From an optimization exercise on the open Yosys and OpenROAD flow, aimed at a short achievable clock period and few clock cycles; shortcuts taken in it are not production practice.
Where RTL was checked, it was by simulation tests only, not by an equivalence proof against the original.
Power figures rest on the tool's default switching activity, not on a simulated workload.

Design lc3b_pipeline, start of the top module:
module lc3b_pipeline
#(
    parameter logic [15:0] RESET_PC = 16'h0000
)
(
    input  logic        clk,
    input  logic        rst,
    output logic        imem_read,
    output logic [15:0] imem_address,
    input  logic        imem_resp,
    input  logic [15:0] imem_rdata,
    output logic        dmem_read,
    output logic        dmem_write,
    output logic [15:0] dmem_address,
    output logic [15:0] dmem_wdata,
    output logic [1:0]  dmem_byte_enable,
    input  logic        dmem_resp,
    input  logic [15:0] dmem_rdata
);
export LEC_CHECK = 0
export ABC_CLOCK_PERIOD_IN_PS = 2000
export CAP_MARGIN = 20
export CORE_MARGIN = 2
export CORE_UTILIZATION = 40
export SETUP_SLACK_MARGIN = 2.5
export SLEW_MARGIN = 20
create_clock -name core_clock -period 4.5 [get_ports {clk}]
standard.sh (not shown) runs the stock make flow with config.mk's settings and CLKGATE_MAP_FILE= SYNTH_SCRIPT=/design/flow/synth_recipe.tcl, a recipe that flattens the netlist after the stock synthesis.
==> flow/flow/run.sh <==
#!/bin/bash
# Standard layout; ports buffered with buf_4 instead of the smallest buffer.
set -euo pipefail
bash standard.sh "BUFFER_PORTS_ARGS=-buffer_cell sky130_fd_sc_hd__buf_4" finish > make_finish.log 2>&1
The starting point passed the timing, design-rule and antenna checks.
Next try:
--- a/flow/design.v
+++ b/flow/design.v
@@ -96,52 +96,49 @@
     assign stall_m = (m_load | m_store) & ~dmem_resp;
     assign ld_data = !m_byte ? dmem_rdata :
                      m_addr[0] ? {8'h00, dmem_rdata[15:8]} : {8'h00, dmem_rdata[7:0]};
     assign m_val   = m_load ? ld_data : m_res;
     logic [15:0] op_a, op_b, cy, t, oth, x0, x1, alu, sd;
     logic        z_e;
     logic [2:0]  cc_e;
     logic        taken_e, e_redirect, e_hold, e_take;
-    assign op_a = e_a;
-    assign op_b = e_b;
+    assign op_a = e_fa ? m_res : e_a;
+    assign op_b = e_fb ? m_res : e_b;
     assign cy   = carries(op_a, op_b);
     assign t    = op_a ^ op_b;
     assign oth  = e_and ? (op_a & op_b) : ~op_a;
     assign x0   = e_add ? t : oth;
     assign x1   = e_add ? ~t : oth;
     assign alu  = (cy & x1) | (~cy & x0);
     assign z_e  = (e_add & sum_zero(op_a, op_b)) | (e_and & ~|(op_a & op_b)) | (e_not & (&op_a));
-    assign sd   = e_fsd ? ld_data : e_sd;
+    assign sd   = e_fsd ? m_val : e_sd;
     assign cc_e       = m_wen ? {m_res[15], m_z, ~m_res[15] & ~m_z} : cc;
     assign taken_e    = |(e_nzp & cc_e);
     assign e_redirect = e_v & e_br & ~e_lu & (taken_e ^ e_pred);
     assign e_hold = stall_m | e_lu;
     assign e_take = ~e_hold;
     logic [2:0]  s1, s2, s3, dd;
     logic [15:0] r1, r3, ra1, ra2, ra3, b_d, tgt_d;
-    logic        wl1, wl2, wl3, fa_d, fb_d, fsd_d;
+    logic        wl1, wl2, wl3;
     logic        d_go, d_free;
     assign s1 = d_ir[8:6];
     assign s2 = d_ir[2:0];
     assign s3 = d_ir[11:9];
     assign dd = d_ir[11:9];
     assign wl1 = m_load & (m_dest == s1);
     assign wl2 = m_load & (m_dest == s2);
     assign wl3 = m_load & (m_dest == s3);
     assign ra1 = (m_wen && m_dest == s1) ? m_res : rf[s1];
     assign ra2 = (m_wen && m_dest == s2) ? m_res : rf[s2];
     assign ra3 = (m_wen && m_dest == s3) ? m_res : rf[s3];
     assign r1  = wl1 ? ld_data : ra1;
     assign r3  = wl3 ? ld_data : ra3;
     assign b_d = (d_use2 & wl2) ? ld_data : d_use2 ? ra2 : d_imm;
     assign tgt_d  = d_pcn + {{6{d_ir[8]}}, d_ir[8:0], 1'b0};
-    assign fa_d   = e_wen & (e_dest == s1);
-    assign fb_d   = d_use2 & e_wen & (e_dest == s2);
-    assign fsd_d  = e_wen & (e_dest == s3);
     assign d_go   = d_v & e_take;
     assign d_free = ~d_v | e_take;
     logic [3:0]  f_op;
     logic [15:0] pcn_f, f_next;
     logic [9:0]  off_f, t_f;
     logic [15:0] cy_f;
     logic [5:0]  hi_f, hi_inc, hi_dec;
     logic [9:0]  lo0_f, lo1_f;
@@ -251,33 +248,33 @@
     end
     always_ff @(posedge clk)
     begin
         if (e_take)
         begin
             e_add  <= d_add;
             e_and  <= d_and;
             e_not  <= d_not;
-            e_a    <= fa_d ? alu : r1;
-            e_b    <= fb_d ? alu : b_d;
-            e_sd   <= fsd_d ? alu : r3;
-            e_fa   <= fa_d & e_load;
-            e_fb   <= fb_d & e_load;
-            e_fsd  <= fsd_d & e_load;
+            e_a    <= r1;
+            e_b    <= b_d;
+            e_sd   <= r3;
+            e_fa   <= e_wen & (e_dest == s1);
+            e_fb   <= d_use2 & e_wen & (e_dest == s2);
+            e_fsd  <= e_wen & (e_dest == s3);
             e_byte <= d_byte;
             e_dest <= dd;
             e_nzp  <= d_ir[11:9];
             e_pred <= d_pred;
             e_alt  <= d_pred ? d_pcn : tgt_d;
         end
         else if (!stall_m)
         begin
-            if (e_fa)  e_a  <= ld_data;
-            if (e_fb)  e_b  <= ld_data;
-            if (e_fsd) e_sd <= ld_data;
+            if (e_fa)  e_a  <= m_val;
+            if (e_fb)  e_b  <= m_val;
+            if (e_fsd) e_sd <= m_val;
             e_fa  <= 1'b0;
             e_fb  <= 1'b0;
             e_fsd <= 1'b0;
         end
     end
     always_ff @(posedge clk)
     begin
         if (rst)
After rerunning: Worst setup slack gets better by 0.44 ns. Maximum frequency came out higher by 16%. First-iteration DRC count came out higher by 6.6%. Clock power came out higher by 14%. Routed wire length came out higher by 1.0%. Sequential power came out higher by about 3%. Total power came out higher by 5.8%. Via count came out higher by 1.4%. Flip-flop and latch count is unchanged. Non-clock buffer count came out higher by 6. Die area is about the same. Final area came out higher by 3.1%. Global-route usage came out higher by 0.18 points. Core utilization came out higher by 0.91 points.
Testbench counts after the change, summed over its fixed seeds: cycles 72,892.
For the first run of this note, only the layout was checked, not whether the RTL still works.

## separate check: timing with driven ports
Ports are ideal in the flow. The routed layouts listed here were re-timed in OpenROAD. Step 1, drivers: a clkbuf_16 drives clk and a buf_2 each remaining input, both assumed. Step 2, shift: input delay + t, output delay - t, t = (earliest + latest rising clock arrival at the registers) / 2. This alone moves slack from input paths to output paths. Three values: ideal, step 1, step 2; two values: the first two.
| run | t (ns) | slack for setup (ns) | slew at the worst register clock pin (ns) |
|---|---|---|---|
| the first run | 0.625 | 1.241 / 1.241 / 0.956 | 0.07 / 0.07 |
| the second run | 0.634 | 1.684 / 1.684 / 1.182 | 0.06 / 0.06 |
After both steps every run listed still meets setup and hold. For the second run, which loses most, drivers alone change the setup slack by 0.000 ns; drivers and shift together by -0.502 ns.
